This design comes from an exercise in tuning for a short achievable clock period and few clock cycles on the open sky130 flow, not from production work. Function was checked by simulation only, so behaviour that the tests miss may differ from the original. Power and IR drop assume default switching activity.

### flow/standard.sh
#!/bin/bash
# synth_recipe.tcl (not shown) runs the flow's synth.tcl, then flattens the netlist and writes it again
# the make line also repeats each setting of config.mk as NAME=value (left out here)
make -C /OpenROAD-flow-scripts/flow DESIGN_CONFIG=/design/flow/config.mk WORK_HOME=/design/flow/orfs CLKGATE_MAP_FILE= SYNTH_SCRIPT=/design/flow/synth_recipe.tcl "${@:-finish}"
### flow/design.v
package mips_pkg;
    typedef enum logic [2:0] {
        STATE_FETCH  = 3'd0,
        STATE_DECODE = 3'd1,
        STATE_EXEC1  = 3'd2,
        STATE_EXEC2  = 3'd3,  
        STATE_HALT   = 3'd4
    } cpu_state_t;
    typedef enum logic [5:0] {
        OP_RTYPE = 6'h00,
        OP_J     = 6'h02,
        OP_JAL   = 6'h03,
        OP_BEQ   = 6'h04,
        OP_ADDIU = 6'h09,
        OP_ANDI  = 6'h0c,
        OP_ORI   = 6'h0d,
        OP_XORI  = 6'h0e,
        OP_LW    = 6'h23,
        OP_SW    = 6'h2b
    } opcode_t;
    typedef enum logic [5:0] {
        FN_SLLV = 6'h04,
        FN_SRLV = 6'h06,
        FN_SRAV = 6'h07,
        FN_JR   = 6'h08,
        FN_JALR = 6'h09,
        FN_ADDU = 6'h21,
        FN_SUBU = 6'h23,
        FN_AND  = 6'h24,
        FN_OR   = 6'h25,
        FN_XOR  = 6'h26,
        FN_SLT  = 6'h2a,
        FN_SLTU = 6'h2b
    } funct_t;
    typedef enum logic [2:0] {
        ALUOP_ADD, ALUOP_SUB, ALUOP_FUNCT, ALUOP_AND, ALUOP_OR, ALUOP_XOR
    } alu_op_t;
    typedef enum logic [3:0] {
        ALU_ADD, ALU_SUB, ALU_AND, ALU_OR, ALU_XOR,
        ALU_SLT, ALU_SLTU, ALU_SLL, ALU_SRL, ALU_SRA
    } alu_func_t;
    typedef enum logic [1:0] {PC_ALU, PC_ALUOUT, PC_JUMP_TARGET, PC_REG_A} pc_source_t;
    typedef enum logic [1:0] {DST_RT, DST_RD, DST_RA} reg_dst_t;
    typedef enum logic [1:0] {WB_ALUOUT, WB_MDR, WB_PC} mem_to_reg_t;
    typedef enum logic [2:0] {
        SRCB_B, SRCB_FOUR, SRCB_SIGN_IMM, SRCB_BRANCH_OFFSET, SRCB_ZERO_IMM
    } alu_src_b_t;
endpackage
module mips_core (
    input  logic                  clk,
    input  logic                  reset,
    output logic [32-1:0] mem_addr,
    output logic                  mem_read,
    output logic                  mem_write,
    output logic [32-1:0] mem_wdata,
    input  logic [32-1:0] mem_rdata,
    output logic                  trap
);
    logic [31:0] maddr, mwdata;        
    logic        mrd, mwr;
    logic [31:0] fpc;                  
    logic        halted;
    logic        dv, dpred;            
    logic [31:0] dir, dpc, dpc4;
    logic        xv;                   
    logic [31:0] xa, xb, xo2, xpc, xpc4, xbt;
    logic [4:0]  x_wa;
    logic        x_we, x_ld, x_st, x_bc, x_jr, x_ill;
    logic        s_add, s_sub, s_and, s_or, s_xor, s_slt, s_sltu, s_sll, s_srl, s_sra, s_link;
    logic        mv, m_ld, m_st;       
    logic        w_we;                 
    logic [4:0]  w_wa;                 
    logic [31:0] wres;
    logic [31:0] r [32];               
    assign mem_addr  = maddr;
    assign mem_read  = mrd;
    assign mem_write = mwr;
    assign mem_wdata = mwdata;
    assign trap      = halted;
    localparam int CB = 4;             
    localparam int TW = 32 - CB - 2;   
    logic [31:0]        c_data [1<<CB];
    logic [31:0]        c_nxt  [1<<CB];
    logic               c_prd  [1<<CB];    
    logic [TW-1:0]      c_tag  [1<<CB];
    logic [(1<<CB)-1:0] c_val;
    logic        rf_we;
    logic [31:0] rf_wd;
    assign rf_we = w_we | (mv & m_ld);
    assign rf_wd = (mv & m_ld) ? mem_rdata : wres;
    logic [31:0] sum, dif, res;
    logic        slt, sltu, taken, xredir, smc, x_wr;
    logic [31:0] xtarget;
    always_comb begin
        sum  = xa + xo2;
        dif  = xa - xo2;
        sltu = xa < xo2;
        slt  = (xa[31] ^ xo2[31]) ? xa[31] : sltu;
        res  = ({32{s_add}}  & sum) |
               ({32{s_sub}}  & dif) |
               ({32{s_and}}  & (xa & xo2)) |
               ({32{s_or}}   & (xa | xo2)) |
               ({32{s_xor}}  & (xa ^ xo2)) |
               ({32{s_slt}}  & {31'd0, slt}) |
               ({32{s_sltu}} & {31'd0, sltu}) |
               ({32{s_sll}}  & (xo2 << xa[4:0])) |
               ({32{s_srl}}  & (xo2 >> xa[4:0])) |
               ({32{s_sra}}  & 32'($signed(xo2) >>> xa[4:0])) |
               ({32{s_link}} & xpc4);
        taken = (xa == xb);
        smc = mv & m_st & ((xv & (maddr[11:2] == xpc[11:2])) |
                           (dv & (maddr[11:2] == dpc[11:2])) |
                           (maddr[11:2] == fpc[11:2]));
        x_wr    = xv & ~smc;                 
        xredir  = smc | (x_wr & ((x_bc & taken) | x_jr | x_ill));
        xtarget = smc ? (xv ? xpc : (dv ? dpc : fpc)) : (x_jr ? xa : xbt);
    end
    logic [5:0]  op, fn;
    logic [4:0]  rs, rt, rd, wa;
    logic [15:0] imm;
    assign op  = dir[31:26];
    assign fn  = dir[5:0];
    assign rs  = dir[25:21];
    assign rt  = dir[20:16];
    assign rd  = dir[15:11];
    assign imm = dir[15:0];
    logic is_r, r_alu, is_jr, is_jalr, is_j, is_jal, is_beq, is_bu;
    logic is_addiu, is_andi, is_ori, is_xori, is_lw, is_sw, is_alui, illegal;
    logic use_rs, use_rt, dstall, d_go, dredir;
    logic [31:0] ra0, rb0, ra, rb, o2, dbt, dtgt;
    logic        dtk;
    logic        fxa, fxb;
    always_comb begin
        is_r     = (op == 6'h00);
        r_alu    = is_r & (fn == 6'h04 || fn == 6'h06 || fn == 6'h07 || fn == 6'h21 ||
                           fn == 6'h23 || fn == 6'h24 || fn == 6'h25 || fn == 6'h26 ||
                           fn == 6'h2a || fn == 6'h2b);
        is_jr    = is_r & (fn == 6'h08);
        is_jalr  = is_r & (fn == 6'h09);
        is_j     = (op == 6'h02);
        is_jal   = (op == 6'h03);
        is_beq   = (op == 6'h04);
        is_bu    = is_beq & (rs == rt);
        is_addiu = (op == 6'h09);
        is_andi  = (op == 6'h0c);
        is_ori   = (op == 6'h0d);
        is_xori  = (op == 6'h0e);
        is_lw    = (op == 6'h23);
        is_sw    = (op == 6'h2b);
        is_alui  = is_addiu | is_andi | is_ori | is_xori;
        illegal  = ~(r_alu | is_jr | is_jalr | is_j | is_jal | is_beq | is_alui | is_lw | is_sw);
        use_rs   = ~(is_j | is_jal);
        use_rt   = is_r | is_beq | is_sw;
        wa       = is_jal ? 5'd31 : (is_r ? rd : rt);
        dstall   = (xv & x_ld & ((use_rs & (rs == x_wa)) | (use_rt & (rt == x_wa)))) |
                   (mv & m_ld & ((use_rs & (rs == w_wa)) | (use_rt & (rt == w_wa))));
        d_go     = dv & ~dstall & ~xredir;
        dbt      = dpc4 + {{14{imm[15]}}, imm, 2'b00};
        dtgt     = is_beq ? dbt : {dpc4[31:28], dir[25:0], 2'b00};
        dtk      = is_j | is_jal | is_bu;
        dredir   = d_go & dtk & ~dpred;
        if (rs == 5'd0)                    ra0 = 32'd0;
        else if (w_we & (w_wa == rs))      ra0 = wres;
        else                               ra0 = r[rs];
        if (rt == 5'd0)                    rb0 = 32'd0;
        else if (w_we & (w_wa == rt))      rb0 = wres;
        else                               rb0 = r[rt];
        fxa = xv & x_we & (x_wa == rs) & (rs != 5'd0);
        fxb = xv & x_we & (x_wa == rt) & (rt != 5'd0);
        ra  = fxa ? res : ra0;
        rb  = fxb ? res : rb0;
        if (is_r)                                 o2 = rb;
        else if (is_andi | is_ori | is_xori)      o2 = {16'd0, imm};
        else                                      o2 = {{16{imm[15]}}, imm};
    end
    logic [31:0] finst, fpc4, fbase, fpc_n;
    logic [5:0]  fop;
    logic [CB-1:0] fidx;
    logic        fmem, fhit, ftake, fjmp, fpred, fusej, redirect;
    logic [31:0] rtarget;
    always_comb begin
        fidx  = fpc[CB+1:2];
        fmem  = ~mv;                         
        fhit  = c_val[fidx] & (c_tag[fidx] == fpc[31:CB+2]);
        finst = fmem ? mem_rdata : c_data[fidx];
        fpc4  = fpc + 32'd4;
        fop   = mem_rdata[31:26];
        fjmp  = (fop == 6'h02) | (fop == 6'h03);
        fpred = fmem ? fjmp : c_prd[fidx];
        redirect = xredir | dredir;
        rtarget  = xredir ? xtarget : dtgt;
        ftake = (fmem | fhit) & ~halted & (~dv | ~dstall) & ~redirect;
        fbase = redirect ? rtarget : (ftake ? (fmem ? fpc4 : (c_prd[fidx] ? c_nxt[fidx] : fpc4)) : fpc);
        fusej = ftake & fmem & fjmp;
        fpc_n = fusej ? {fpc4[31:28], mem_rdata[25:0], 2'b00} : fbase;
    end
    logic halt_n;
    assign halt_n = halted | (x_wr & x_ill);
    always_ff @(posedge clk) begin
        if (reset) begin
            halted <= 1'b0;
            dv     <= 1'b0;
            xv     <= 1'b0;
            mv     <= 1'b0;
            w_we   <= 1'b0;
            fpc    <= 32'h0000_0000;
            maddr  <= 32'h0000_0000;
            mrd    <= 1'b1;
            mwr    <= 1'b0;
        end else begin
            halted <= halt_n;
            fpc    <= fpc_n;
            if (ftake) dv <= 1'b1;
            else if (d_go | xredir) dv <= 1'b0;
            xv     <= d_go & ~halt_n;
            mv     <= x_wr & (x_ld | x_st);
            w_we   <= x_wr & x_we;
            if (x_wr & (x_ld | x_st)) begin
                maddr <= sum;
                mrd   <= x_ld;
                mwr   <= x_st;
            end else begin
                maddr <= fusej ? {fpc4[31:28], mem_rdata[25:0], 2'b00} : fbase;
                mrd   <= ~halt_n;
                mwr   <= 1'b0;
            end
        end
    end
    always_ff @(posedge clk) begin
        mwdata <= xb;
        m_ld   <= x_ld;
        m_st   <= x_st;
        w_wa   <= x_wa;
        wres   <= res;
        if (ftake) begin
            dir   <= finst;
            dpc   <= fpc;
            dpc4  <= fpc4;
            dpred <= fpred;
        end
        if (d_go) begin
            xa     <= ra;
            xb     <= rb;
            xo2    <= o2;
            xpc    <= dpc;
            xpc4   <= dpc4;
            xbt    <= dbt;
            x_wa   <= wa;
            x_we   <= (r_alu | is_jalr | is_jal | is_alui) & (wa != 5'd0);
            x_ld   <= is_lw & (rt != 5'd0);
            x_st   <= is_sw;
            x_bc   <= is_beq & (rs != rt);
            x_jr   <= is_jr | is_jalr;
            x_ill  <= illegal;
            s_add  <= (r_alu & fn == 6'h21) | is_addiu;
            s_sub  <= r_alu & fn == 6'h23;
            s_and  <= (r_alu & fn == 6'h24) | is_andi;
            s_or   <= (r_alu & fn == 6'h25) | is_ori;
            s_xor  <= (r_alu & fn == 6'h26) | is_xori;
            s_slt  <= r_alu & fn == 6'h2a;
            s_sltu <= r_alu & fn == 6'h2b;
            s_sll  <= r_alu & fn == 6'h04;
            s_srl  <= r_alu & fn == 6'h06;
            s_sra  <= r_alu & fn == 6'h07;
            s_link <= is_jal | is_jalr;
        end
    end
    logic [CB-1:0] didx;
    assign didx = dpc[CB+1:2];
    always_ff @(posedge clk) begin
        if (reset) c_val <= '0;
        else begin
            if (ftake & fmem) c_val[fidx] <= 1'b1;
            if (mv & m_st & (c_tag[maddr[CB+1:2]][11-CB-2:0] == maddr[11:CB+2]))
                c_val[maddr[CB+1:2]] <= 1'b0;
        end
        if (d_go & dtk & (c_tag[didx] == dpc[31:CB+2])) begin
            c_nxt[didx] <= dtgt;
            c_prd[didx] <= 1'b1;
        end
        if (ftake & fmem) begin
            c_data[fidx] <= mem_rdata;
            c_tag[fidx]  <= fpc[31:CB+2];
            c_prd[fidx]  <= 1'b0;
        end
    end
    logic reset_q;
    always_ff @(posedge clk) reset_q <= reset;
    always_ff @(posedge clk) begin
        for (int i = 1; i < 32; i++) begin
            if (reset_q) r[i] <= 32'd0;
            else if (rf_we && w_wa == 5'(i)) r[i] <= rf_wd;
        end
    end
endmodule
### flow/flow/run.sh
#!/bin/bash
set -euo pipefail
bash standard.sh synth > synth.log 2>&1
sed -e 's|"${@:-finish}"|SETUP_SLACK_MARGIN=9 BUFFER_PORTS_ARGS="-buffer_cell sky130_fd_sc_hd__buf_4" "${@:-finish}"|' \
    standard.sh > layout.sh
grep -q 'SETUP_SLACK_MARGIN=9 BUFFER' layout.sh
bash layout.sh finish > layout.log 2>&1
test -s out/final.def
### flow/constraint.sdc
create_clock -name core_clock -period 12.0 [get_ports {clk}]
set_input_delay 2.4000 -clock core_clock [delete_from_list [all_inputs] [get_ports {clk}]]
set_output_delay 2.4000 -clock core_clock [all_outputs]
set_load 0.01 [all_outputs]
### flow/config.mk
export PLATFORM = sky130hd
export DESIGN_NAME = mips_core
export DESIGN_NICKNAME = mips_core
export VERILOG_FILES = /design/flow/design.v
export SDC_FILE = /design/flow/constraint.sdc
export NUM_CORES = 4
export LEC_CHECK = 0
export ABC_CLOCK_PERIOD_IN_PS = 3000
export CAP_MARGIN = 20
export CORE_MARGIN = 2
export CORE_UTILIZATION = 30
export PLACE_DENSITY = 0.45
export SETUP_SLACK_MARGIN = 5
export SLEW_MARGIN = 20
==> results of run 1 <==
==> through the flow <==
stage          area [sq um]  power (mW)  utilization, %
2_1_floorplan        139000        21.9               -
3_3_place_gp         145000        28.1            32.2
3_5_place_dp         145000        28.2            32.3
4_1_cts              178000        43.7            39.5
5_1_grt              183000        46.7            40.8
6_report             183000        45.9            40.8
==> what timing repair did <==
action / CTS / global route
gates cloned: 212 / 50
pin swaps: 411 / 258
gates resized for setup: 2002 / 554
setup buffers: 805 / 218
endpoints found under the setup margin: 3123 / 2737
==> worst max path at each step <==
stage              endpoint  slack, ns
2_1_floorplan   c_nxt[1][0]       7.36
3_3_place_gp       maddr[2]       4.69
3_5_place_dp      maddr[26]       4.75
4_1_cts        c_nxt[9][12]       7.68
5_1_grt        c_nxt[1][17]       7.54
6_report        c_nxt[1][8]       7.60
==> kinds of logic (layout without fill, tap and decap cells) <==
family,Yosys count,in the layout
AO/OA/AOI/OAI,3027,3027
flip-flops,2916,2916
AND/OR/NAND/NOR,2786,2802
buffers and inverters,1202,2499
multiplexers,911,926
XOR/XNOR,232,232
adder cells (fa/ha/maj),139,139
other,0,28
==> routing by layer <==
metal	GRT usage, %	vias up
met4	18.4	42
met3	9.20	2538
li1	-	46200
met2	43.4	9379
met1	40.4	59800
met5	0	-
==> cell type report <==
type / instances / share of cell area (%)
timing repair buffer: 1707 / 13.2
timing repair inverter: 15 / 0.139
inverter: 180 / 0.440
clock inverter: 157 / 0.924
tap: 5952 / 4.06
sequential: 2916 / 41.5
multi-input combinational: 7126 / 34.7
antenna: 28 / 0.0382
clock buffer: 440 / 5.01
==> cell usage in the layout (no fill, tap or decap), types with 77 or more instances in the layout <==
| cell | n |
|---|---|
| nand4_1 | 148 |
| nor2_4 | 115 |
| buf_16 | 214 |
| a211oi_1 | 1023 |
| o21ai_0 | 90 |
| buf_12 | 287 |
| buf_4 | 675 |
| buf_6 | 374 |
| inv_1 | 132 |
| buf_8 | 85 |
| mux4_2 | 623 |
| a22oi_1 | 700 |
| edfxtp_1 | 1745 |
| nand2_1 | 433 |
| a21oi_2 | 77 |
| nor2_1 | 1341 |
| dfxtp_1 | 1090 |
| clkbuf_16 | 378 |
| ha_1 | 98 |
| a221oi_1 | 92 |
| mux2i_1 | 172 |
| xnor2_1 | 139 |
| nand3_1 | 142 |
| a21oi_1 | 249 |
==> where the power goes <==
group,switching [mW],internal (mW),leakage [nW]
Clock,4.46,5.98,5.30
Sequential,0.967,12.3,25.7
Combinational,13.3,8.91,30.0
Total,18.7,27.2,61.0
==> state kept, by name, indices dropped and copies added (netlist names), 5 cells and up, named ones only <==
register	flops
mwdata	32
c_val	16
xb	32
x_wa	5
r	992
c_data	512
xpc	32
w_wa	5
wres	32
xpc4	30
dir	32
c_nxt	512
c_prd	16
fpc	32
xbt	30
dpc	32
dpc4	30
xa	32
xo2	32
c_tag	416
maddr	32
==> results.json, run 1 <==
{
  "max_slew_margin_pct": 10.9,
  "wl_met3_mm": 93.6,
  "core_sq_mm": 0.449,
  "synth_top_family_by_area": "compound AO/OA/AOI/OAI gates",
  "hold_buffers": 0,
  "multi_input_comb_area_sq_mm": 0.0636,
  "dp_slack_ns": 4.75,
  "layout_setup_ws_ns": 7.60,
  "synth_edf_count": 1745,
  "ys_seq_area_share_pct": 55.9,
  "reg2reg_to": "c_nxt[1][8]",
  "start_util_pct": 30.2,
  "cts_sinks": 2916,
  "fin_skew_ns": 0.0764,
  "synth_fa_ha_area_share_pct": 1.30,
  "cp.arrival_ns": 5.05,
  "max_freq_mhz": 227,
  "yosys.area_share.xor_xnor_pct": 1.50,
  "maxCapViolCount": 0,
  "top_layer_used": "met5",
  "critical-path-max-stage-delay_ns": 0.55,
  "reg2reg_depth": 13,
  "yosysMostFrequentCell": "edfxtp_1",
  "grt_pass1_wl_mm": 969,
  "synth_top_area_share_pct": 38.6,
  "synth_cell_type_count": 96,
  "post_drt_wl_per_cell_um": 39.9,
  "path_max_fanout": 17,
  "synth_top_area_cell": "edfxtp_1",
  "ys_warn_count": 34,
  "wl_met1_mm": 285,
  "async_reset_ff_share_pct": 0,
  "port_buffers": 100,
  "rsz0062_at_grt": "true",
  "holdPathEnd": "m_st",
  "slowest_stage": "mux4_2",
  "reg2reg_slack_ns": 7.60,
  "p_leak_nw": 61.0,
  "cts_tree": "done",
  "ios": 101,
  "hpwl_mm": 397,
  "slew_violations": 0,
  "worstSetupPathDepth": 13,
  "worst_pin_slew_ns": 1.34,
  "yosys.area_share.simple_pct": 8.98,
  "drc": 0,
  "die_w_um": 676,
  "place_inst": 16600,
  "crit_chain": "buf_12 -> buf_16 -> mux4_2 -> mux4_2 -> xor2_1 -> nor4_2 -> nand2_1 -> or4_4 -> or2_4 -> nor4_4 -> buf_6 -> buf_4 -> buf_12",
  "route.met2.wl_mm": 304,
  "grt-ovfl-total": 0,
  "grt_pass1_vias": 110000,
  "setup_violations": 0,
  "die_h_um": 676,
  "synth-seq-cells": 2916,
  "critPathBufInv": 5,
  "outcome": "complete, no violations",
  "final_cell_count_no_fill": 18500,
  "synth_flop_cell": "edfxtp_1",
  "startpoint_type": "register",
  "num_rows": 246,
  "powerDensity_mw_per_mm2": 250,
  "path_class": "register to register",
  "cp_top_family": "simple AND/OR/NAND/NOR gates",
  "path_clk_slew_ns": 0.06,
  "cp-end-kind": "register",
  "syn_inst": 11200,
  "syn-mean-instance-area_sq_um": 12.1,
  "cts_made_buffers": 335,
  "vias": 118000,
  "ff_latch_area_sq_mm": 0.0761,
  "synth_nets": 11400,
  "synthMuxAreaShare_pct": 12.5,
  "grt_start_max_net_pins": 205,
  "syn-cell-area_sq_mm": 0.136,
  "antenna_left": 0,
  "fin_crit_sh_pct": 36.7,
  "vias_per_cell": 6.37,
  "drive_above_1_share_pct": 32.8,
  "nFillCells": 41400,
  "drtIter0Drc": 20300,
  "fin_setup_tns_ns": 0,
  "antenna_found_initial": 53,
  "grt_usage_pct": 30.4,
  "finalCriticalPeriod_ns": 4.40,
  "routabilityCongestion": 0.959,
  "wl_mm": 739,
  "synth_compound_area_share_pct": 16.3,
  "area_growth_syn_to_layout_pct": 35.2,
  "yosys-top-cells-area": "edfxtp_1 (39%), dfxtp_1 (17%), mux4_2 (10%)",
  "cts_root_buf": "clkbuf_16",
  "holdPathStages": 0,
  "dieArea_sq_mm": 0.457,
  "clockBufferDepth": 4,
  "holdCritStartpoint": "x_st",
  "hp-class": "register to register",
  "ir_drop_v": 0.000140,
  "worstPathRequired_ns": 12.65,
  "nets": 12500,
  "synth_common_cells": "edfxtp_1 (1,745), nor2_1 (1,486), dfxtp_1 (1,171)",
  "clock_latency_ns": 1.00,
  "htreeDepth": 5,
  "hold_viol_final": 0,
  "dr.pass1.iters": 10,
  "fin_hold_ws_ns": 0.416
}
Testbench counts, summed over its fixed seeds: cycles 80,828.
==> run 2, diff against run 1 <==
--- a/flow/design.v
+++ b/flow/design.v
@@ -67,4 +67,5 @@
     logic [4:0]  x_wa;
     logic        x_we, x_ld, x_st, x_bc, x_jr, x_ill;
+    logic        x_fa, x_fb, x_fo;     
     logic        s_add, s_sub, s_and, s_or, s_xor, s_slt, s_sltu, s_sll, s_srl, s_sra, s_link;
     logic        mv, m_ld, m_st;       
@@ -78,6 +79,7 @@
     assign mem_wdata = mwdata;
     assign trap      = halted;
-    localparam int CB = 4;             
-    localparam int TW = 32 - CB - 2;   
+    localparam int CB = 5;             
+    localparam int PW = 20;            
+    localparam int TW = 10 - CB;       
     logic [31:0]        c_data [1<<CB];
     logic [31:0]        c_nxt  [1<<CB];
@@ -85,28 +87,36 @@
     logic [TW-1:0]      c_tag  [1<<CB];
     logic [(1<<CB)-1:0] c_val;
+    logic [31:12]       creg;          
+    logic [31:0] pf;                   
+    logic        pq;                   
+    logic        pv;                   
+    logic [31:0] pdat, pa;
     logic        rf_we;
     logic [31:0] rf_wd;
     assign rf_we = w_we | (mv & m_ld);
     assign rf_wd = (mv & m_ld) ? mem_rdata : wres;
-    logic [31:0] sum, dif, res;
+    logic [31:0] sum, dif, res, A, B, O2;
     logic        slt, sltu, taken, xredir, smc, x_wr;
     logic [31:0] xtarget;
     always_comb begin
-        sum  = xa + xo2;
-        dif  = xa - xo2;
-        sltu = xa < xo2;
-        slt  = (xa[31] ^ xo2[31]) ? xa[31] : sltu;
+        A    = x_fa ? wres : xa;
+        B    = x_fb ? wres : xb;
+        O2   = x_fo ? wres : xo2;
+        sum  = A + O2;
+        dif  = A - O2;
+        sltu = A < O2;
+        slt  = (A[31] ^ O2[31]) ? A[31] : sltu;
         res  = ({32{s_add}}  & sum) |
                ({32{s_sub}}  & dif) |
-               ({32{s_and}}  & (xa & xo2)) |
-               ({32{s_or}}   & (xa | xo2)) |
-               ({32{s_xor}}  & (xa ^ xo2)) |
+               ({32{s_and}}  & (A & O2)) |
+               ({32{s_or}}   & (A | O2)) |
+               ({32{s_xor}}  & (A ^ O2)) |
                ({32{s_slt}}  & {31'd0, slt}) |
                ({32{s_sltu}} & {31'd0, sltu}) |
-               ({32{s_sll}}  & (xo2 << xa[4:0])) |
-               ({32{s_srl}}  & (xo2 >> xa[4:0])) |
-               ({32{s_sra}}  & 32'($signed(xo2) >>> xa[4:0])) |
+               ({32{s_sll}}  & (O2 << A[4:0])) |
+               ({32{s_srl}}  & (O2 >> A[4:0])) |
+               ({32{s_sra}}  & 32'($signed(O2) >>> A[4:0])) |
                ({32{s_link}} & xpc4);
-        taken = (xa == xb);
+        taken = (A == B);
         smc = mv & m_st & ((xv & (maddr[11:2] == xpc[11:2])) |
                            (dv & (maddr[11:2] == dpc[11:2])) |
@@ -114,5 +124,5 @@
         x_wr    = xv & ~smc;                 
         xredir  = smc | (x_wr & ((x_bc & taken) | x_jr | x_ill));
-        xtarget = smc ? (xv ? xpc : (dv ? dpc : fpc)) : (x_jr ? xa : xbt);
+        xtarget = smc ? (xv ? xpc : (dv ? dpc : fpc)) : (x_jr ? A : xbt);
     end
     logic [5:0]  op, fn;
@@ -168,6 +178,6 @@
         fxa = xv & x_we & (x_wa == rs) & (rs != 5'd0);
         fxb = xv & x_we & (x_wa == rt) & (rt != 5'd0);
-        ra  = fxa ? res : ra0;
-        rb  = fxb ? res : rb0;
+        ra  = ra0;
+        rb  = rb0;
         if (is_r)                                 o2 = rb;
         else if (is_andi | is_ori | is_xori)      o2 = {16'd0, imm};
@@ -177,20 +187,21 @@
     logic [5:0]  fop;
     logic [CB-1:0] fidx;
-    logic        fmem, fhit, ftake, fjmp, fpred, fusej, redirect;
+    logic        fmem, fhit, ftake, fjmp, fpred, fusej, redirect, pgo, pwin;
     logic [31:0] rtarget;
     always_comb begin
         fidx  = fpc[CB+1:2];
-        fmem  = ~mv;                         
-        fhit  = c_val[fidx] & (c_tag[fidx] == fpc[31:CB+2]);
-        finst = fmem ? mem_rdata : c_data[fidx];
+        fmem  = ~mv & ~pq;                   
+        fhit  = c_val[fidx] & (c_tag[fidx] == fpc[11:CB+2]) & (fpc[31:12] == creg);
+        finst = fhit ? c_data[fidx] : mem_rdata;
         fpc4  = fpc + 32'd4;
         fop   = mem_rdata[31:26];
         fjmp  = (fop == 6'h02) | (fop == 6'h03);
-        fpred = fmem ? fjmp : c_prd[fidx];
+        fpred = fhit ? c_prd[fidx] : fjmp;
         redirect = xredir | dredir;
         rtarget  = xredir ? xtarget : dtgt;
         ftake = (fmem | fhit) & ~halted & (~dv | ~dstall) & ~redirect;
-        fbase = redirect ? rtarget : (ftake ? (fmem ? fpc4 : (c_prd[fidx] ? c_nxt[fidx] : fpc4)) : fpc);
-        fusej = ftake & fmem & fjmp;
+        fbase = redirect ? rtarget : (ftake ? ((fhit & c_prd[fidx]) ? c_nxt[fidx] : fpc4) : fpc);
+        fusej = ftake & ~fhit & fjmp;
+        pgo   = fhit & ~redirect & ~halted & pwin;
         fpc_n = fusej ? {fpc4[31:28], mem_rdata[25:0], 2'b00} : fbase;
     end
@@ -204,4 +215,6 @@
             mv     <= 1'b0;
             w_we   <= 1'b0;
+            pq     <= 1'b0;
+            pv     <= 1'b0;
             fpc    <= 32'h0000_0000;
             maddr  <= 32'h0000_0000;
@@ -211,13 +224,21 @@
             halted <= halt_n;
             fpc    <= fpc_n;
-            if (ftake) dv <= 1'b1;
-            else if (d_go | xredir) dv <= 1'b0;
+            if (~dv | ~dstall) dv <= ftake;
+            else if (xredir) dv <= 1'b0;
             xv     <= d_go & ~halt_n;
             mv     <= x_wr & (x_ld | x_st);
             w_we   <= x_wr & x_we;
+            pq     <= pgo & ~(x_wr & (x_ld | x_st));
+            pv     <= pq;
+            if (pgo & ~(x_wr & (x_ld | x_st))) pf <= pf + 32'd4;
+            else if (ftake & ~fhit) pf <= fpc4;
             if (x_wr & (x_ld | x_st)) begin
                 maddr <= sum;
                 mrd   <= x_ld;
                 mwr   <= x_st;
+            end else if (pgo) begin
+                maddr <= pf;
+                mrd   <= 1'b1;
+                mwr   <= 1'b0;
             end else begin
                 maddr <= fusej ? {fpc4[31:28], mem_rdata[25:0], 2'b00} : fbase;
@@ -228,10 +249,14 @@
     end
     always_ff @(posedge clk) begin
-        mwdata <= xb;
+        mwdata <= B;
+        pdat   <= mem_rdata;
+        pwin   <= (pf - fpc) < 32'(4 * PW);
+        pa     <= maddr;
+        pa4    <= maddr + 32'd4;
         m_ld   <= x_ld;
         m_st   <= x_st;
         w_wa   <= x_wa;
         wres   <= res;
-        if (ftake) begin
+        if (~dv | ~dstall) begin
             dir   <= finst;
             dpc   <= fpc;
@@ -240,4 +265,7 @@
         end
         if (d_go) begin
+            x_fa   <= fxa;
+            x_fb   <= fxb;
+            x_fo   <= fxb & is_r;
             xa     <= ra;
             xb     <= rb;
@@ -266,21 +294,65 @@
         end
     end
-    logic [CB-1:0] didx;
+    logic [CB-1:0] didx, pidx, cu_idx;
+    logic [TW-1:0] cu_tag;
+    logic [31:12]  cu_reg;
+    logic [31:0]   cu_tgt;
+    logic          cu_v;
+    logic [31:0]   pa4, ptgt;
+    logic          pfill, ptk;
     assign didx = dpc[CB+1:2];
+    assign pidx = pa[CB+1:2];
+    always_comb begin
+        pfill = pv & ~(mv & m_st);
+        ptk   = (pdat[31:26] == 6'h02) | (pdat[31:26] == 6'h03) |
+                ((pdat[31:26] == 6'h04) & (pdat[25:21] == pdat[20:16]));
+        ptgt  = (pdat[31:26] == 6'h04) ? pa4 + {{14{pdat[15]}}, pdat[15:0], 2'b00}
+                                       : {pa4[31:28], pdat[25:0], 2'b00};
+    end
+    logic          fl_v;
+    logic [31:0]   fl_a, fl_d;
+    logic [CB-1:0] flidx;
+    logic          flnew, ffill;
+    always_comb begin
+        flidx = fl_a[CB+1:2];
+        ffill = fl_v & ~(mv & m_st);
+        flnew = fl_a[31:12] != creg;         
+    end
     always_ff @(posedge clk) begin
+        fl_v <= ftake & ~fhit & ~reset;
+        fl_a <= fpc;
+        fl_d <= mem_rdata;
         if (reset) c_val <= '0;
         else begin
-            if (ftake & fmem) c_val[fidx] <= 1'b1;
-            if (mv & m_st & (c_tag[maddr[CB+1:2]][11-CB-2:0] == maddr[11:CB+2]))
+            if (pfill & (pa[31:12] == creg) & ~(ffill & flnew)) c_val[pidx] <= 1'b1;
+            if (ffill) begin
+                if (flnew) begin
+                    c_val <= '0;
+                    creg  <= fl_a[31:12];
+                end
+                c_val[flidx] <= 1'b1;
+            end
+            if (mv & m_st & (c_tag[maddr[CB+1:2]] == maddr[11:CB+2]))
                 c_val[maddr[CB+1:2]] <= 1'b0;
         end
-        if (d_go & dtk & (c_tag[didx] == dpc[31:CB+2])) begin
-            c_nxt[didx] <= dtgt;
-            c_prd[didx] <= 1'b1;
-        end
-        if (ftake & fmem) begin
-            c_data[fidx] <= mem_rdata;
-            c_tag[fidx]  <= fpc[31:CB+2];
-            c_prd[fidx]  <= 1'b0;
+        cu_v   <= d_go & dtk;
+        cu_idx <= didx;
+        cu_tag <= dpc[11:CB+2];
+        cu_reg <= dpc[31:12];
+        cu_tgt <= dtgt;
+        if (cu_v & (c_tag[cu_idx] == cu_tag) & (cu_reg == creg)) begin
+            c_nxt[cu_idx] <= cu_tgt;
+            c_prd[cu_idx] <= 1'b1;
+        end
+        if (pfill) begin
+            c_data[pidx] <= pdat;
+            c_tag[pidx]  <= pa[11:CB+2];
+            c_nxt[pidx]  <= ptgt;
+            c_prd[pidx]  <= ptk;
+        end
+        if (ffill) begin
+            c_data[flidx] <= fl_d;
+            c_tag[flidx]  <= fl_a[11:CB+2];
+            c_prd[flidx]  <= 1'b0;
         end
     end
==> results.json, run 2 <==
{
  "final_cell_count_no_fill": 26300,
  "synth_top_area_share_pct": 40.8,
  "dieArea_sq_mm": 0.637,
  "holdPathEnd": "cu_reg[15]",
  "slowest_stage": "edfxtp_1",
  "vias": 163000,
  "cts_sinks": 3958,
  "port_buffers": 100,
  "fin_skew_ns": 0.173,
  "post_dp_cell_area_sq_mm": 0.201,
  "finalCriticalPeriod_ns": 4.51,
  "cts_root_buf": "clkbuf_16",
  "reg2reg_depth": 19,
  "grt_start_max_net_pins": 172,
  "multi_input_comb_area_sq_mm": 0.0917,
  "start_util_pct": 30.1,
  "ios": 101,
  "wl_mm": 1050,
  "drive_above_1_share_pct": 34.6,
  "holdCritStartpoint": "dpc[15]",
  "reg2reg_from": "x_fo",
  "clockBufferDepth": 4,
  "synth_common_cells": "edfxtp_1 (2,568), nand2_1 (1,696), nor2_1 (1,583)",
  "grt_pass1_wl_mm": 1360,
  "clock_latency_ns": 1.10,
  "synth-seq-cells": 3958,
  "reg2reg_to": "wres[0]",
  "cts_made_buffers": 444,
  "nets": 17800,
  "hold_viol_final": 0,
  "synth_top_area_cell": "edfxtp_1",
  "grt_usage_pct": 31.0,
  "routabilityCongestion": 0.990,
  "dp_slack_ns": 5.41,
  "cp.arrival_ns": 5.35,
  "holdPathStages": 0,
  "nFillCells": 58600,
  "hpwl_mm": 553,
  "die_w_um": 798,
  "area_growth_syn_to_layout_pct": 35.2,
  "yosys-top-cells-area": "edfxtp_1 (41%), dfxtp_1 (15%), mux4_2 (9.1%)",
  "startpoint_type": "register",
  "ys_seq_area_share_pct": 55.5,
  "crit_chain": "buf_6 -> buf_16 -> buf_4 -> buf_6 -> mux2i_4 -> ha_4 -> clkinvlp_4 -> a21oi_1 -> o21bai_1 -> a21oi_2 -> a21oi_2 -> a211o_1 -> a221o_1 -> a2111oi_4 -> buf_4 -> o41ai_2 -> a21oi_1 -> nor3_1 -> o21ai_1",
  "critical-path-max-stage-delay_ns": 0.50,
  "powerDensity_mw_per_mm2": 175,
  "post_drt_wl_per_cell_um": 39.8,
  "synth_nets": 16700,
  "setup_violations": 0,
  "dr.pass1.iters": 8,
  "hp-class": "register to register",
  "max_slew_margin_pct": 8.50,
  "antenna_found_initial": 67,
  "htreeDepth": 5,
  "drtIter0Drc": 26100,
  "p_leak_nw": 87.8,
  "async_reset_ff_share_pct": 0,
  "core_sq_mm": 0.628,
  "path_class": "register to register",
  "worst_pin_slew_ns": 1.37,
  "final_common_cell": "edfxtp_1",
  "drc": 0,
  "reg2reg_slack_ns": 7.49,
  "cts_tree": "done",
  "syn-cell-area_sq_mm": 0.189,
  "critPathBufInv": 6,
  "antenna_left": 0,
  "max_freq_mhz": 222,
  "fin_setup_tns_ns": 0,
  "die_h_um": 798,
  "grt-ovfl-total": 0,
  "path_max_fanout": 7,
  "place_inst": 23800,
  "design_area_sq_mm": 0.256,
  "cp_top_family": "compound AO/OA/AOI/OAI gates",
  "layout_setup_ws_ns": 7.49,
  "path_clk_slew_ns": 0.06,
  "outcome": "complete, no violations",
  "layout_common_cells": "edfxtp_1 (2,568), nand2_1 (1,504), nor2_1 (1,415)",
  "ys_warn_count": 34,
  "ir_drop_v": 0.000140,
  "grt_pass1_vias": 150000,
  "ff_latch_area_sq_mm": 0.105,
  "syn-mean-instance-area_sq_um": 11.5,
  "slew_violations": 0,
  "fin_crit_sh_pct": 37.5,
  "vias_per_cell": 6.20,
  "synth_flop_cell": "edfxtp_1",
  "synth_edf_count": 2568,
  "synth_cell_type_count": 115,
  "syn_inst": 16400,
  "worstPathRequired_ns": 12.84,
  "num_rows": 291,
  "cp-end-kind": "register",
  "maxCapViolCount": 0,
  "top_regs": "c_data x1024, c_nxt x1024, r x992",
  "yosysMostFrequentCell": "edfxtp_1",
  "rsz0062_at_grt": "true"
}
[run 2: layout make-up]
type                       instances  share of cell area, %
clock buffer                     598                   4.82
multi-input combinational      10700                   35.9
antenna                           42                 0.0411
clock inverter                   230                  0.990
sequential                      3958                   41.2
timing repair buffer            2248                   12.7
timing repair inverter             5                 0.0162
tap                             8350                   4.09
inverter                         209                  0.358
[run 2: through the flow]
stage               hold slack [ns]  utilization, %  power (mW)
global placement              0.377            32.0        26.6
CTS                           0.393            39.1        43.5
detailed placement            0.380            32.1        26.6
floorplan                     0.345               -        22.7
global route                  0.404            40.7        45.7
finish                        0.393            40.7        44.8
[run 2: worst reg2reg max path: cells and delay by family (launching register included)]
| kind | cells | cell delay [ns] |
|---|---|---|
| AO/OA/AOI/OAI | 10 | 2.18 |
| buffers and inverters | 6 | 0.88 |
| flip-flops | 1 | 0.50 |
| multiplexers | 1 | 0.44 |
| adder cells (fa/ha/maj) | 1 | 0.26 |
| AND/OR/NAND/NOR | 1 | 0.06 |
[run 2: cell families (layout without fill, tap and decap cells)]
logic type | count (synthesis) | in the layout | share of synthesized area (%)
adders and majority gates | 202 | 202 | 1.35
AOI/OAI and AO/OA | 4599 | 4599 | 16.2
xor gates and xnor gates | 362 | 362 | 1.68
buffers and inverters | 1806 | 3290 | 3.79
muxes | 1267 | 1267 | 11.9
and+or+nand+nor | 4222 | 4273 | 9.52
other | 0 | 42 | 0
DFF | 3958 | 3958 | 55.5
[run 2: worst max path at each step]
stage | from | end | slack, ns | cells after the start
2_1_floorplan | x_fa | s_add | 6.37 | 11
5_1_grt | x_fo | wres[31] | 7.44 | 19
3_3_place_gp | fpc[2] | maddr[27] | 5.51 | 14
4_1_cts | x_fa | wres[28] | 7.66 | 17
3_5_place_dp | fpc[2] | maddr[27] | 5.41 | 14
6_report | x_fo | wres[0] | 7.49 | 19
[run 2: per-layer routing]
layer  up-vias  GRT usage (%)  wire length, um
li1      65500              -                -
met1     83000           39.4           389000
met2     11500           45.5           441000
met3      3258           8.52           121000
met4        36           21.9            96600
met5         -          0.446              782
[run 2: report_power, final]
| group | internal (mW) | total, mW | switching [mW] | leakage [nW] |
|---|---|---|---|---|
| Combinational | 6.03 | 14.7 | 8.68 | 45.5 |
| Clock | 8.01 | 14.2 | 6.20 | 7.23 |
| Sequential | 15.1 | 15.9 | 0.814 | 35.0 |
| Total | 29.1 | 44.8 | 15.7 | 87.8 |
[run 2: what timing repair did]
action,4_1_cts,5_1_grt
pin swaps,823,720
cloned,267,69
buffers inserted,991,342
hold buffers,0,0
resized for setup,3132,1427
setup endpoints to repair,5062,3324
Testbench counts of run 2, summed over its fixed seeds: cycles 78,193.
==> run 3, diff against run 2 <==
--- a/flow/design.v
+++ b/flow/design.v
@@ -79,6 +79,6 @@
     assign mem_wdata = mwdata;
     assign trap      = halted;
-    localparam int CB = 5;             
-    localparam int PW = 20;            
+    localparam int CB = 6;             
+    localparam int PW = 48;            
     localparam int TW = 10 - CB;       
     logic [31:0]        c_data [1<<CB];
@@ -91,5 +91,6 @@
     logic        pq;                   
     logic        pv;                   
-    logic [31:0] pdat, pa;
+    logic [31:0] pdat, pa, pnext;
+    assign pnext = maddr + 32'd4;      
     logic        rf_we;
     logic [31:0] rf_wd;
@@ -187,4 +188,6 @@
     logic [5:0]  fop;
     logic [CB-1:0] fidx;
+    logic          pfar;
+    logic [(1<<CB)-1:0] lhit;
     logic        fmem, fhit, ftake, fjmp, fpred, fusej, redirect, pgo, pwin;
     logic [31:0] rtarget;
@@ -192,5 +195,7 @@
         fidx  = fpc[CB+1:2];
         fmem  = ~mv & ~pq;                   
-        fhit  = c_val[fidx] & (c_tag[fidx] == fpc[11:CB+2]) & (fpc[31:12] == creg);
+        for (int i = 0; i < (1<<CB); i++)
+            lhit[i] = c_val[i] & (c_tag[i] == fpc[11:CB+2]) & (fidx == CB'(i));
+        fhit  = (|lhit) & (fpc[31:12] == creg);
         finst = fhit ? c_data[fidx] : mem_rdata;
         fpc4  = fpc + 32'd4;
@@ -203,5 +208,5 @@
         fbase = redirect ? rtarget : (ftake ? ((fhit & c_prd[fidx]) ? c_nxt[fidx] : fpc4) : fpc);
         fusej = ftake & ~fhit & fjmp;
-        pgo   = fhit & ~redirect & ~halted & pwin;
+        pgo   = fhit & (c_prd[fidx] | pfar) & ~redirect & ~halted & pwin;
         fpc_n = fusej ? {fpc4[31:28], mem_rdata[25:0], 2'b00} : fbase;
     end
@@ -231,5 +236,5 @@
             pq     <= pgo & ~(x_wr & (x_ld | x_st));
             pv     <= pq;
-            if (pgo & ~(x_wr & (x_ld | x_st))) pf <= pf + 32'd4;
+            if (pq) pf <= pnext;
             else if (ftake & ~fhit) pf <= fpc4;
             if (x_wr & (x_ld | x_st)) begin
@@ -238,5 +243,5 @@
                 mwr   <= x_st;
             end else if (pgo) begin
-                maddr <= pf;
+                maddr <= pq ? pnext : pf;
                 mrd   <= 1'b1;
                 mwr   <= 1'b0;
@@ -252,6 +257,7 @@
         pdat   <= mem_rdata;
         pwin   <= (pf - fpc) < 32'(4 * PW);
+        pfar   <= (pf - fpc) > 32'd4;
         pa     <= maddr;
-        pa4    <= maddr + 32'd4;
+        pa4    <= pnext;
         m_ld   <= x_ld;
         m_st   <= x_st;
@@ -295,6 +301,6 @@
     end
     logic [CB-1:0] didx, pidx, cu_idx;
-    logic [TW-1:0] cu_tag;
-    logic [31:12]  cu_reg;
+    logic [CB-1:0] cu_fi, cu_pi;
+    logic          cu_ff, cu_pf;
     logic [31:0]   cu_tgt;
     logic          cu_v;
@@ -336,10 +342,14 @@
                 c_val[maddr[CB+1:2]] <= 1'b0;
         end
-        cu_v   <= d_go & dtk;
+        cu_v   <= d_go & dtk & ((c_val[didx] & (c_tag[didx] == dpc[11:CB+2]) &
+                                 (dpc[31:12] == creg)) |
+                                (ffill & (fl_a == dpc)) | (pfill & (pa == dpc)));
         cu_idx <= didx;
-        cu_tag <= dpc[11:CB+2];
-        cu_reg <= dpc[31:12];
         cu_tgt <= dtgt;
-        if (cu_v & (c_tag[cu_idx] == cu_tag) & (cu_reg == creg)) begin
+        cu_ff  <= ffill & (fl_a != dpc);
+        cu_fi  <= flidx;
+        cu_pf  <= pfill & (pa != dpc);
+        cu_pi  <= pidx;
+        if (cu_v & ~(cu_ff & (cu_fi == cu_idx)) & ~(cu_pf & (cu_pi == cu_idx))) begin
             c_nxt[cu_idx] <= cu_tgt;
             c_prd[cu_idx] <= 1'b1;
==> results.json, run 3 <==
{
  "area_growth_syn_to_layout_pct": 30.6,
  "holdCritStartpoint": "fpc[25]",
  "hp-class": "register to register",
  "final_common_cell": "edfxtp_1",
  "ff_latch_area_sq_mm": 0.171,
  "grt_pass1_vias": 214000,
  "clockBufferDepth": 5,
  "grt_pass1_wl_mm": 2000,
  "crit_top_cell": "nor2_1",
  "drive_above_1_share_pct": 35.8,
  "cp.arrival_ns": 5.36,
  "powerDensity_mw_per_mm2": 174,
  "die_h_um": 988,
  "synth-seq-cells": 6165,
  "final_cell_count_no_fill": 37800,
  "reg2reg_from": "wres[17]",
  "fin_setup_tns_ns": 0,
  "drtIter0Drc": 40300,
  "reg2reg_depth": 14,
  "wl_mm": 1540,
  "clock_latency_ns": 1.18,
  "routabilityCongestion": 0.954,
  "synth_cell_type_count": 103,
  "hpwl_mm": 815,
  "cts_sinks": 6165,
  "synth_top_area_share_pct": 48.8,
  "layout_common_cells": "edfxtp_1 (4,712), nand2_1 (2,533), nor2_1 (1,649)",
  "ios": 101,
  "power_mw": 66.0,
  "fin_crit_sh_pct": 36.3,
  "num_rows": 361,
  "cts_made_buffers": 724,
  "critical-path-max-stage-delay_ns": 1.01,
  "yosysMostFrequentCell": "edfxtp_1",
  "ys_seq_area_share_pct": 58.8,
  "top_regs": "c_data x2048, c_nxt x2048, r x992",
  "synth_common_cells": "edfxtp_1 (4,712), nand2_1 (2,749), o21ai_0 (2,276)",
  "finalCriticalPeriod_ns": 4.36,
  "dr.pass1.iters": 8,
  "max_slew_margin_pct": 15.5,
  "combPwrFrac_pct": 29.8,
  "vias_per_cell": 6.23,
  "multi_input_comb_area_sq_mm": 0.129,
  "syn_inst": 23000,
  "setup_violations": 0,
  "p_leak_nw": 128,
  "nFillCells": 90500,
  "path_class": "register to register",
  "yosys-top-cells-area": "edfxtp_1 (49%), mux4_2 (12%), dfxtp_1 (10%)",
  "reg2reg_to": "maddr[30]",
  "p_int_mw": 43.9,
  "syn-mean-instance-area_sq_um": 12.6,
  "holdPathStages": 0,
  "drc": 0,
  "vias": 235000,
  "cts_root_buf": "clkbuf_16",
  "nets": 24400,
  "antenna_left": 0,
  "hold_viol_final": 0,
  "max_freq_mhz": 230,
  "outcome": "complete, no violations",
  "synth_edf_count": 4712,
  "ys_warn_count": 34,
  "slew_violations": 0,
  "syn-cell-area_sq_mm": 0.290,
  "core_sq_mm": 0.965,
  "path_max_fanout": 9,
  "fin_hold_ws_ns": 0.444,
  "p_clk_share_pct": 33.0,
  "port_buffers": 100,
  "pwr-share-seq_pct": 37.2,
  "layout_setup_ws_ns": 7.64,
  "grt_usage_pct": 30.0,
  "maxCapViolCount": 0,
  "post_drt_wl_per_cell_um": 40.8,
  "ir_drop_v": 0.000119,
  "start_util_pct": 30.1,
  "grt-ovfl-total": 0,
  "fin_skew_ns": 0.115,
  "antenna_found_initial": 153,
  "path_clk_slew_ns": 0.07,
  "rsz0062_at_grt": "true",
  "synth_nets": 23200,
  "cp-startpoint": "wres[17]",
  "cts_tree": "done",
  "holdPathEnd": "fl_a[25]",
  "die_w_um": 988,
  "async_reset_ff_share_pct": 0,
  "worstPathRequired_ns": 13.00,
  "crit_chain": "mux2i_2 -> ha_1 -> clkinvlp_4 -> nor2_1 -> nor2_1 -> o21ai_0 -> a221oi_4 -> buf_6 -> o21ai_4 -> a31o_4 -> a2111oi_4 -> a41o_1 -> o21a_1 -> a211o_1",
  "synth_top_area_cell": "edfxtp_1",
  "worst_pin_slew_ns": 1.27,
  "cp-end-kind": "register",
  "htreeDepth": 6,
  "dp_slack_ns": 4.92,
  "dieArea_sq_mm": 0.975,
  "reg2reg_slack_ns": 7.64,
  "slowest_stage": "dfxtp_1",
  "synth_flop_cell": "edfxtp_1",
  "grt_start_max_net_pins": 203,
  "swShare_pct": 33.4,
  "startpoint_type": "register",
  "switchingPower_mw": 22.0,
  "place_inst": 34500
}
[run 3: cell types whose count changed in the layout (fill, tap and decap cells not counted), sizes merged, moves of 114 or more]
cell    previous run  this run
buf             2146      2548
clkbuf           658      1020
diode             42       156
edfxtp          2568      4712
mux2             229       379
mux4             764      1543
nand2           1733      2783
nor2            1593      1792
o21ai           1435      2285
xnor2            224       381
xor2             138       293
[run 3: worst max path at each step]
stage | to | slack (ns) | cells past startpoint
6_report | maddr[30] | 7.64 | 14
5_1_grt | wres[24] | 7.63 | 19
4_1_cts | mem_addr[2] | 7.66 | 2
3_5_place_dp | maddr[31] | 4.92 | 18
3_3_place_gp | maddr[31] | 4.88 | 18
2_1_floorplan | cu_v | 2.70 | 11
[run 3: worst max-delay path: cells and delay by family, from the launching register on]
family	cells	cell delay, ns
flip-flops	1	1.01
multiplexers	1	0.35
buffers and inverters	2	0.44
adder cells (fa/ha/maj)	1	0.68
AO/OA/AOI/OAI	8	1.55
AND/OR/NAND/NOR	2	0.19
[run 3: layout make-up]
type / instances / area share (%)
diodes: 156 / 0.103
clock buffers: 969 / 5.23
clock inverters: 305 / 0.680
inverters: 198 / 0.243
multi-input cells: 14400 / 34.0
flip-flops and latches: 6165 / 45.1
well taps: 12900 / 4.25
repair buffers: 2668 / 10.4
repair inverters: 5 / 0.0112
[run 3: stage by stage]
| stage | util (%) | instance area [sq um] |
|---|---|---|
| after floorplan | - | 291000 |
| after global placement | 31.9 | 308000 |
| after detailed placement | 31.9 | 308000 |
| after CTS | 38.0 | 366000 |
| after global routing | 39.3 | 379000 |
| final | 39.3 | 379000 |
[run 3: power groups by stage]
stage	logic (mW)	registers (mW)	clock network (mW)
6_report	19.6	24.5	21.8
5_1_grt	20.0	24.5	22.7
4_1_cts	17.9	24.5	21.9
3_5_place_dp	13.7	25.1	0
3_3_place_gp	13.7	25.1	0
2_1_floorplan	8.51	24.5	0
[run 3: what timing repair did]
action                     4_1_cts  5_1_grt
setup endpoints to repair     8180     3785
hold buffers                     0        0
pin swaps                     1186     1172
gates cloned                   364       57
resized for setup             4562     2229
buffers inserted              1092      380
[run 3: cell families (layout without fill, tap and decap cells)]
logic type | Yosys count | after routing | share of synthesized area [%]
other | 0 | 156 | 0
muxes | 2091 | 2097 | 14.0
DFF | 6165 | 6165 | 58.8
xor gates and xnor gates | 674 | 674 | 2.03
and+or+nand+nor | 5684 | 5727 | 8.23
adders and majority gates | 207 | 207 | 0.905
buffers and inverters | 2443 | 4145 | 3.28
AOI/OAI and AO/OA | 5727 | 5728 | 12.7
[run 3: routing by layer]
layer | vias up | global-route usage, % | wire (um)
li1 | 91500 | - | -
met1 | 122000 | 40.4 | 596000
met2 | 17400 | 41.8 | 628000
met3 | 3816 | 10.7 | 212000
met4 | 61 | 16.5 | 105000
met5 | - | 0.296 | 994
Testbench counts of run 3, summed over its fixed seeds: cycles 76,773.
==> run 4, diff against run 3 <==
--- a/flow/design.v
+++ b/flow/design.v
@@ -58,4 +58,5 @@
 );
     logic [31:0] maddr, mwdata;        
+    logic [31:0] maddr_i;              
     logic        mrd, mwr;
     logic [31:0] fpc;                  
@@ -92,10 +93,11 @@
     logic        pv;                   
     logic [31:0] pdat, pa, pnext;
-    assign pnext = maddr + 32'd4;      
+    assign pnext = maddr_i + 32'd4;    
     logic        rf_we;
     logic [31:0] rf_wd;
     assign rf_we = w_we | (mv & m_ld);
     assign rf_wd = (mv & m_ld) ? mem_rdata : wres;
-    logic [31:0] sum, dif, res, A, B, O2;
+    logic [31:0] sum, dif, res, A, B, O2, s_xx, s_wx, s_xw, s_ww;
+    logic [32:0] d_xx, d_wx, d_xw, d_ww;
     logic        slt, sltu, taken, xredir, smc, x_wr;
     logic [31:0] xtarget;
@@ -104,7 +106,11 @@
         B    = x_fb ? wres : xb;
         O2   = x_fo ? wres : xo2;
-        sum  = A + O2;
-        dif  = A - O2;
-        sltu = A < O2;
+        s_xx = xa + xo2;     s_wx = wres + xo2;
+        s_xw = xa + wres;    s_ww = wres + wres;
+        d_xx = {1'b0, xa} - {1'b0, xo2};     d_wx = {1'b0, wres} - {1'b0, xo2};
+        d_xw = {1'b0, xa} - {1'b0, wres};    d_ww = 33'd0;
+        sum  = x_fa ? (x_fo ? s_ww : s_wx) : (x_fo ? s_xw : s_xx);
+        dif  = x_fa ? (x_fo ? d_ww[31:0] : d_wx[31:0]) : (x_fo ? d_xw[31:0] : d_xx[31:0]);
+        sltu = x_fa ? (x_fo ? d_ww[32] : d_wx[32]) : (x_fo ? d_xw[32] : d_xx[32]);
         slt  = (A[31] ^ O2[31]) ? A[31] : sltu;
         res  = ({32{s_add}}  & sum) |
@@ -119,8 +125,8 @@
                ({32{s_sra}}  & 32'($signed(O2) >>> A[4:0])) |
                ({32{s_link}} & xpc4);
-        taken = (A == B);
-        smc = mv & m_st & ((xv & (maddr[11:2] == xpc[11:2])) |
-                           (dv & (maddr[11:2] == dpc[11:2])) |
-                           (maddr[11:2] == fpc[11:2]));
+        taken = x_fa ? (x_fb | (wres == xb)) : (x_fb ? (xa == wres) : (xa == xb));
+        smc = mv & m_st & ((xv & (maddr_i[11:2] == xpc[11:2])) |
+                           (dv & (maddr_i[11:2] == dpc[11:2])) |
+                           (maddr_i[11:2] == fpc[11:2]));
         x_wr    = xv & ~smc;                 
         xredir  = smc | (x_wr & ((x_bc & taken) | x_jr | x_ill));
@@ -165,5 +171,6 @@
         wa       = is_jal ? 5'd31 : (is_r ? rd : rt);
         dstall   = (xv & x_ld & ((use_rs & (rs == x_wa)) | (use_rt & (rt == x_wa)))) |
-                   (mv & m_ld & ((use_rs & (rs == w_wa)) | (use_rt & (rt == w_wa))));
+                   (mv & m_ld & ((use_rs & (rs == w_wa)) | (use_rt & (rt == w_wa)))) |
+                   ((is_lw | is_sw) & xv & x_we & (x_wa == rs) & (rs != 5'd0));
         d_go     = dv & ~dstall & ~xredir;
         dbt      = dpc4 + {{14{imm[15]}}, imm, 2'b00};
@@ -239,5 +246,5 @@
             else if (ftake & ~fhit) pf <= fpc4;
             if (x_wr & (x_ld | x_st)) begin
-                maddr <= sum;
+                maddr <= s_xx;
                 mrd   <= x_ld;
                 mwr   <= x_st;
@@ -254,9 +261,12 @@
     end
     always_ff @(posedge clk) begin
+        if (x_wr & (x_ld | x_st))  maddr_i <= s_xx;
+        else if (pgo)              maddr_i <= pq ? pnext : pf;
+        else                       maddr_i <= fusej ? {fpc4[31:28], mem_rdata[25:0], 2'b00} : fbase;
         mwdata <= B;
         pdat   <= mem_rdata;
         pwin   <= (pf - fpc) < 32'(4 * PW);
         pfar   <= (pf - fpc) > 32'd4;
-        pa     <= maddr;
+        pa     <= maddr_i;
         pa4    <= pnext;
         m_ld   <= x_ld;
@@ -307,11 +317,14 @@
     logic [31:0]   pa4, ptgt;
     logic          pfill, ptk;
+    logic [12:0]   p12;
     assign didx = dpc[CB+1:2];
     assign pidx = pa[CB+1:2];
     always_comb begin
         pfill = pv & ~(mv & m_st);
+        p12   = {1'b0, pa4[11:0]} + {1'b0, pdat[9:0], 2'b00};
         ptk   = (pdat[31:26] == 6'h02) | (pdat[31:26] == 6'h03) |
-                ((pdat[31:26] == 6'h04) & (pdat[25:21] == pdat[20:16]));
-        ptgt  = (pdat[31:26] == 6'h04) ? pa4 + {{14{pdat[15]}}, pdat[15:0], 2'b00}
+                ((pdat[31:26] == 6'h04) & (pdat[25:21] == pdat[20:16]) &
+                 (pdat[15:9] == {7{pdat[15]}}) & (p12[12] == pdat[15]));
+        ptgt  = (pdat[31:26] == 6'h04) ? {pa4[31:12], p12[11:0]}
                                        : {pa4[31:28], pdat[25:0], 2'b00};
     end
@@ -339,6 +352,6 @@
                 c_val[flidx] <= 1'b1;
             end
-            if (mv & m_st & (c_tag[maddr[CB+1:2]] == maddr[11:CB+2]))
-                c_val[maddr[CB+1:2]] <= 1'b0;
+            if (mv & m_st & (c_tag[maddr_i[CB+1:2]] == maddr_i[11:CB+2]))
+                c_val[maddr_i[CB+1:2]] <= 1'b0;
         end
         cu_v   <= d_go & dtk & ((c_val[didx] & (c_tag[didx] == dpc[11:CB+2]) &
==> results.json, run 4 <==
{
  "setup_violations": 0,
  "finalCoreUtilization_pct": 38.6,
  "yosysMostFrequentCell": "edfxtp_1",
  "vias_per_cell": 6.10,
  "synth_nets": 24400,
  "finalCriticalPeriod_ns": 4.53,
  "dr.pass1.iters": 13,
  "yosys-top-cells-area": "edfxtp_1 (47%), mux4_2 (12%), dfxtp_1 (10%)",
  "syn_inst": 24100,
  "final_common_cell": "edfxtp_1",
  "syn-mean-instance-area_sq_um": 12.4,
  "grt_usage_pct": 30.2,
  "grt_pass1_wl_mm": 2070,
  "vias": 239000,
  "cts_root_buf": "clkbuf_16",
  "maxCapViolCount": 0,
  "synth_common_cells": "edfxtp_1 (4,712), nand2_1 (3,128), o21ai_0 (2,279)",
  "pwr-share-seq_pct": 35.5,
  "worst_pin_slew_ns": 1.35,
  "fin_setup_tns_ns": 0,
  "async_reset_ff_share_pct": 0,
  "path_max_fanout": 5,
  "hpwl_mm": 892,
  "grt-ovfl-total": 0,
  "max_freq_mhz": 221,
  "grt.busiest_layer": "met2",
  "nFillCells": 93700,
  "antenna_left": 0,
  "worstPathRequired_ns": 13.05,
  "cts_tree": "done",
  "synth_edf_count": 4712,
  "grt_start_max_net_pins": 232,
  "clockBufferDepth": 5,
  "grtUsageMet2_pct": 45.2,
  "core_sq_mm": 0.992,
  "slew_violations": 0,
  "drtIter0Drc": 40200,
  "path_class": "register to register",
  "max_slew_margin_pct": 10.3,
  "cts_sinks": 6197,
  "p_clk_share_pct": 31.7,
  "syn-cell-area_sq_mm": 0.298,
  "port_buffers": 100,
  "drive_above_1_share_pct": 30.9,
  "path_clk_slew_ns": 0.07,
  "synth_top_area_share_pct": 47.5,
  "ys_seq_area_share_pct": 57.4,
  "die_w_mm": 1.00,
  "synth_top_area_cell": "edfxtp_1",
  "layout_common_cells": "edfxtp_1 (4,712), nand2_1 (2,886), o21ai_0 (1,831)",
  "synth_cell_type_count": 109,
  "cp.arrival_ns": 5.58,
  "fin_crit_sh_pct": 37.8,
  "start_util_pct": 30.1,
  "switchingPower_mw": 24.3,
  "top_regs": "c_data x2048, c_nxt x2048, r x992",
  "htreeDepth": 6,
  "ir_drop_v": 0.000126,
  "ys_warn_count": 34,
  "reg2reg_depth": 20,
  "num_rows": 366,
  "synth-seq-cells": 6197,
  "design_area_sq_mm": 0.382,
  "hp-class": "register to register",
  "die_h_mm": 1.00,
  "nets": 25600,
  "drc": 0,
  "dieArea_sq_mm": 1.00,
  "synth_flop_cell": "edfxtp_1",
  "routabilityCongestion": 0.972,
  "cp-end-kind": "register",
  "rsz0062_at_grt": "true",
  "swShare_pct": 34.7,
  "wl_mm": 1610,
  "powerDensity_mw_per_mm2": 183,
  "grt_pass1_vias": 219000,
  "antenna_found_initial": 144,
  "holdPathStages": 0,
  "post_drt_wl_per_cell_um": 41.1,
  "outcome": "complete, no violations",
  "ios": 101,
  "startpoint_type": "register",
  "grtUsageMet1_pct": 39.1,
  "hold_viol_final": 0,
  "cts_made_buffers": 725,
  "post_dp_cell_area_sq_mm": 0.316,
  "area_growth_syn_to_layout_pct": 28.3,
  "fin_skew_ns": 0.128,
  "clock_latency_ns": 1.14,
  "p_int_mw": 45.8,
  "p_leak_nw": 131,
  "combPwrFrac_pct": 32.8,
  "use_met3_pct": 8.04
}
run 4: cell type report:
class / instances / area [sq um] / share of cell area [%]
clock inverters: 347 / 3280 / 0.858
repair inverters: 3 / 26.3 / 0.00687
diodes: 119 / 298 / 0.0779
multi-input cells: 15300 / 132000 / 34.5
clock buffers: 952 / 19600 / 5.13
well taps: 13200 / 16600 / 4.33
flip-flops and latches: 6197 / 172000 / 44.9
inverters: 303 / 1280 / 0.334
repair buffers: 2695 / 37900 / 9.90
run 4: routing by layer:
layer  part of all wire [%]  vias up  routed length, um
li1                       -    94600                  -
met1                     38   123000             606000
met2                     43    16900             692000
met3                     12     4367             186000
met4                    7.8       74             125000
met5                  0.035        -                563
run 4: repair_timing:
item                                    4_1_cts  5_1_grt
hold buffers                                  0        0
buffers inserted                           1142      360
pin swaps                                   831      561
gates cloned                                280       78
resized for setup                          3572     1121
endpoints found under the setup margin     8571     3184
run 4: power groups by stage:
stage	Sequential (mW)	Clock (mW)	Combinational [mW]
5_1_grt	24.9	23.2	23.5
3_3_place_gp	25.5	0	16.7
3_5_place_dp	25.5	0	16.7
6_report	24.9	22.3	23.0
4_1_cts	24.8	22.4	21.4
2_1_floorplan	24.8	0	10.5
run 4: cell families (layout without fill, tap and decap cells):
kind of cell / count (synthesis) / after routing / synth area share [%]
buf+inv: 2600 / 4300 / 3.49
flops: 6197 / 6197 / 57.4
compound gates: 5770 / 5771 / 12.4
mux: 2208 / 2215 / 14.1
simple gates: 6145 / 6168 / 8.75
xor+xnor: 794 / 794 / 2.33
fa+ha+maj: 350 / 350 / 1.49
other cells: 0 / 119 / 0
run 4: metrics by stage:
stage | instances | hold WS, ns | total power, mW | setup WS (ns)
6_report | 39200 | 0.391 | 70.2 | 7.47
3_3_place_gp | 35900 | 0.377 | 42.2 | 5.50
5_1_grt | 39100 | 0.393 | 71.6 | 7.46
4_1_cts | 38600 | 0.393 | 68.7 | 7.58
3_5_place_dp | 35900 | 0.375 | 42.2 | 5.49
2_1_floorplan | 24100 | 0.326 | 35.2 | 6.39
run 4: worst paths after layout:
kind,endpoint,from,slack [ns]
worst max-delay path,maddr[12],fpc[3],7.47
worst min-delay path,pa4[0],maddr_i[0],0.39
worst max register to register,maddr[12],fpc[3],7.47
worst min register to register,pa4[0],maddr_i[0],0.39
run 4: critical path, stage by stage (launching register included):
cell and delay (ns):
dfxtp_4 0.36, buf_12 0.14, clkinvlp_4 0.19, ha_4 0.25, or3b_4 0.36, nor4_4 0.05, nand3_1 0.10, nand4_1 0.11
or4_4 0.57, o22ai_4 0.31, buf_6 0.16, nor3_4 0.04, buf_12 0.15, buf_8 0.12, buf_16 0.12, buf_8 0.11
or3_4 0.33, a211oi_4 0.23, a311oi_2 0.09, a2111o_1 0.43, a21oi_1 0.17
Testbench counts of run 4, summed over its fixed seeds: cycles 76,773.

static timing again, ports no longer ideal:
No port has a modelled driver above. Below, the same layouts with a new extraction and two added sets of constraints.
Step 1 sets driving cells, clkbuf_16 on the clock port and buf_2 on the other inputs (assumed; they add their load-dependent delay and slew).
Step 2, shift: input delay + t, output delay - t, t = (earliest + latest rising clock arrival at the registers) / 2. This alone moves slack from input paths to output paths.
Three values: ideal, step 1, step 2; two values: the first two.
| run | t, ns | setup slack, ns | worst slew at a driven data input, ns |
|---|---|---|---|
| run 1 | 1.100 | 7.598 / 7.598 / 6.998 | 0.15 |
| run 2 | 1.155 | 7.495 / 7.495 / 7.169 | 0.21 |
| run 3 | 1.277 | 7.644 / 7.513 / 7.375 | 0.06 |
| run 4 | 1.248 | 7.468 / 7.468 / 6.749 | 0.26 |
After both steps every run listed still meets setup and hold. For run 4, which loses most, drivers alone change the setup slack by 0.000 ns; drivers and shift together by -0.719 ns.
